From an optimization exercise on the open Yosys and OpenROAD flow, aimed at small area; shortcuts taken in it are not production practice. In this exercise RTL edits were held to simulation tests only and were not proved equivalent to the original. No activity file was given, so power comes from the tool's default toggle rates. The flow treats the clock pin as an ideal source, which a real chip does not have.

== run A ==
==> flow/design.v (excerpt) <==
module cl_shell_bridge
(
   input  logic                                    clk_main_a0,
   input  logic                                    sync_rst_n,
   input  logic                                    flr_assert,
   input  logic [NUM_STAT_CH-1:0]                  ddr_ready_abd,    
   input  logic                                    ddr_c_ready,
   input  logic [NUM_STAT_CH-1:0]                  host_stat_wr,
   input  logic [NUM_STAT_CH-1:0]                  host_stat_rd,
   input  logic [NUM_STAT_CH-1:0][STAT_ADDR_W-1:0] host_stat_addr,
   input  logic [NUM_STAT_CH-1:0][STAT_DATA_W-1:0] host_stat_wdata,
   input  logic [NUM_STAT_CH-1:0]                  mem_stat_ack,
   input  logic [NUM_STAT_CH-1:0][STAT_INT_W-1:0]  mem_stat_int,
   input  logic [NUM_STAT_CH-1:0][STAT_DATA_W-1:0] mem_stat_rdata,
   output logic                                    flr_done,
   output logic [NUM_DDR-1:0]                      ddr_ready,        
   output logic                                    ddr_rst_n,
   output logic                                    core_rst_n,
   output logic [31:0]                             cl_id0,
   output logic [31:0]                             cl_id1,
   output logic [NUM_STAT_CH-1:0]                  mem_stat_wr,
   output logic [NUM_STAT_CH-1:0]                  mem_stat_rd,
   output logic [NUM_STAT_CH-1:0][STAT_ADDR_W-1:0] mem_stat_addr,
  ...
==> module shell_ctrl, before the edit <==
module shell_ctrl
(
   input  logic                   clk_main_a0,
   input  logic                   sync_rst_n,
   input  logic                   flr_assert,       
   input  logic [NUM_STAT_CH-1:0] ddr_ready_abd,    
   input  logic                   ddr_c_ready,
   output logic                   flr_done,
   output logic [NUM_DDR-1:0]     ddr_ready,        
   output logic                   ddr_rst_n,
   output logic                   core_rst_n,
   output logic                   pipe_valid        
);
   shell_pkg::flr_state_t flr_state;
   shell_pkg::flr_state_t flr_state_nxt;
   logic       flr_assert_q;                        
   always_ff @(posedge clk_main_a0 or negedge sync_rst_n)
   begin
      if (!sync_rst_n)
      begin
         flr_assert_q <= 1'b0;
         flr_state    <= FLR_IDLE;
      end
      else
      begin
         flr_assert_q <= flr_assert;
         flr_state    <= flr_state_nxt;
      end
   end
   always_comb
   begin
      flr_state_nxt = flr_state;
      case (flr_state)
         FLR_IDLE:
            if (flr_assert)
               flr_state_nxt = FLR_ARMED;               
         FLR_ARMED:
            flr_state_nxt = FLR_DONE_HI;                
         FLR_DONE_HI:
            flr_state_nxt = flr_assert_q ? FLR_DONE_LO : FLR_IDLE;
         FLR_DONE_LO:
            flr_state_nxt = flr_assert_q ? FLR_DONE_HI : FLR_IDLE;
         default:
            flr_state_nxt = FLR_IDLE;
      endcase
   end
   assign flr_done = (flr_state == FLR_DONE_HI);
   logic ddr_c_ready_q;                             
   always_ff @(posedge clk_main_a0 or negedge sync_rst_n)
   begin
      if (!sync_rst_n)
         ddr_c_ready_q <= 1'b0;
      else
         ddr_c_ready_q <= ddr_c_ready;
   end
   assign ddr_ready = {ddr_ready_abd[NUM_STAT_CH-1:DDR_C_IDX],
                       ddr_c_ready_q,
                       ddr_ready_abd[DDR_C_IDX-1:0]};
   logic [2:0] rel_cnt;
   logic       rel_done;
   always_ff @(posedge clk_main_a0 or negedge sync_rst_n)
   begin
      if (!sync_rst_n)
      begin
         rel_cnt  <= '0;
         rel_done <= 1'b0;
      end
      else
      begin
         rel_cnt <= rel_cnt + 3'd1;
         if (&rel_cnt)
            rel_done <= 1'b1;
      end
   end
   assign ddr_rst_n  = rel_cnt[2] | rel_done;
   assign core_rst_n = rel_cnt[2] | rel_done;
   assign pipe_valid = rel_done;
endmodule
clock: 5.0 ns
lec_check: 0
cap_margin: 20
core_margin: 2
core_utilization: 60
place_density: 0.7
slew_margin: 20
standard.sh (not shown) runs the stock make flow with config.mk's settings and CLKGATE_MAP_FILE= SYNTH_SCRIPT=/design/flow/synth_recipe.tcl, a recipe that flattens the netlist after the stock synthesis.
==> flow/flow/run.sh <==
#!/bin/bash
# Standard layout, with buf_1 port buffers and CTS tuned for large sink clusters
# without dummy loads. All tool output goes to flow_make.log and ORFS's own logs.
set -euo pipefail
bash standard.sh \
  "BUFFER_PORTS_ARGS=-buffer_cell sky130_fd_sc_hd__buf_1" \
  "CTS_ARGS=-sink_clustering_enable -repair_clock_nets -dont_use_dummy_load -sink_clustering_size 38 -sink_clustering_max_diameter 100" \
  finish > flow_make.log 2>&1
Run A ended with every stage complete and zero timing, DRC or antenna violations.
Changes in run B relative to run A:
==> flow/design.v, changed modules only <==
module shell_ctrl
(
   input  logic                   clk_main_a0,
   input  logic                   sync_rst_n,
   input  logic                   flr_assert,       
   input  logic [NUM_STAT_CH-1:0] ddr_ready_abd,    
   input  logic                   ddr_c_ready,
   output logic                   flr_done,
   output logic [NUM_DDR-1:0]     ddr_ready,        
   output logic                   ddr_rst_n,
   output logic                   core_rst_n,
   output logic                   pipe_valid        
);
   shell_pkg::flr_state_t flr_state;
   shell_pkg::flr_state_t flr_state_nxt;
   logic       flr_assert_q;                        
   always_ff @(posedge clk_main_a0 or negedge sync_rst_n)
   begin
      if (!sync_rst_n)
      begin
         flr_assert_q <= 1'b0;
         flr_state    <= FLR_IDLE;
      end
      else
      begin
         flr_assert_q <= flr_assert;
         flr_state    <= flr_state_nxt;
      end
   end
   always_comb
   begin
      flr_state_nxt = flr_state;
      case (flr_state)
         FLR_IDLE:
            if (flr_assert)
               flr_state_nxt = FLR_ARMED;               
         FLR_ARMED:
            flr_state_nxt = FLR_DONE_HI;                
         FLR_DONE_HI:
            flr_state_nxt = flr_assert_q ? FLR_DONE_LO : FLR_IDLE;
         FLR_DONE_LO:
            flr_state_nxt = flr_assert_q ? FLR_DONE_HI : FLR_IDLE;
         default:
            flr_state_nxt = FLR_IDLE;
      endcase
   end
   assign flr_done = (flr_state == FLR_DONE_HI);
   logic ddr_c_ready_q;                             
   always_ff @(posedge clk_main_a0 or negedge sync_rst_n)
   begin
      if (!sync_rst_n)
         ddr_c_ready_q <= 1'b0;
      else
         ddr_c_ready_q <= ddr_c_ready;
   end
   assign ddr_ready = {ddr_ready_abd[NUM_STAT_CH-1:DDR_C_IDX],
                       ddr_c_ready_q,
                       ddr_ready_abd[DDR_C_IDX-1:0]};
   logic [3:0] rel_cnt;
   always_ff @(posedge clk_main_a0 or negedge sync_rst_n)
   begin
      if (!sync_rst_n)
         rel_cnt <= '0;
      else if (!rel_cnt[3])
         rel_cnt <= rel_cnt + 4'd1;
   end
   assign ddr_rst_n  = rel_cnt[3] | rel_cnt[2];
   assign core_rst_n = rel_cnt[3] | rel_cnt[2];
   assign pipe_valid = rel_cnt[3];
endmodule
Notes after the runs:
Between run A and run B, the fraction of power consumed by sequential logic figures differ only marginally.
Between run B and run A, the difference in count of mapped cells out of synthesis is negligible.
Between run A and run B, fmax decreased.
Wire length ended up 1.4% lower on run B than on run A.
NOTE: via count of the first global-routing pass in run B falls short of that of run A
Compared run A against run B; power per unit of standard cell area within noise.
As far as placed instance area is concerned, run A and run B perform about the same.
Setup slack sits lower in run B than in run A.
Run B: PASS, flow complete, no timing, DRC or antenna violations

-- re-timing with driven ports --
The results above use ideal ports. As a check the final layouts listed here were re-extracted and re-timed, cells and wires unchanged. Step 1 sets driving cells, clkbuf_16 on the clock port and buf_2 on the other inputs (assumed; they add their load-dependent delay and slew). Step 2, shift: input delay + t, output delay - t, t = (earliest + latest rising clock arrival at the registers) / 2. This alone moves slack from input paths to output paths. Three values: ideal ports, drivers, drivers and shift; two values: the first two.
| run | shift t [ns] | setup slack, ns | worst hold slack (ns) | worst register clock-pin slew, ns | cell pins on the clock port's net |
|---|---|---|---|---|---|
| run A | 0.694 | 1.746 / 1.683 / 2.377 | 0.238 / 0.198 / 0.292 | 0.13 / 0.13 | 1 |
| run B | 0.707 | 1.714 / 1.651 / 2.358 | 0.278 / 0.242 / 0.290 | 0.12 / 0.12 | 1 |
After both steps setup and hold are still met in every run listed.
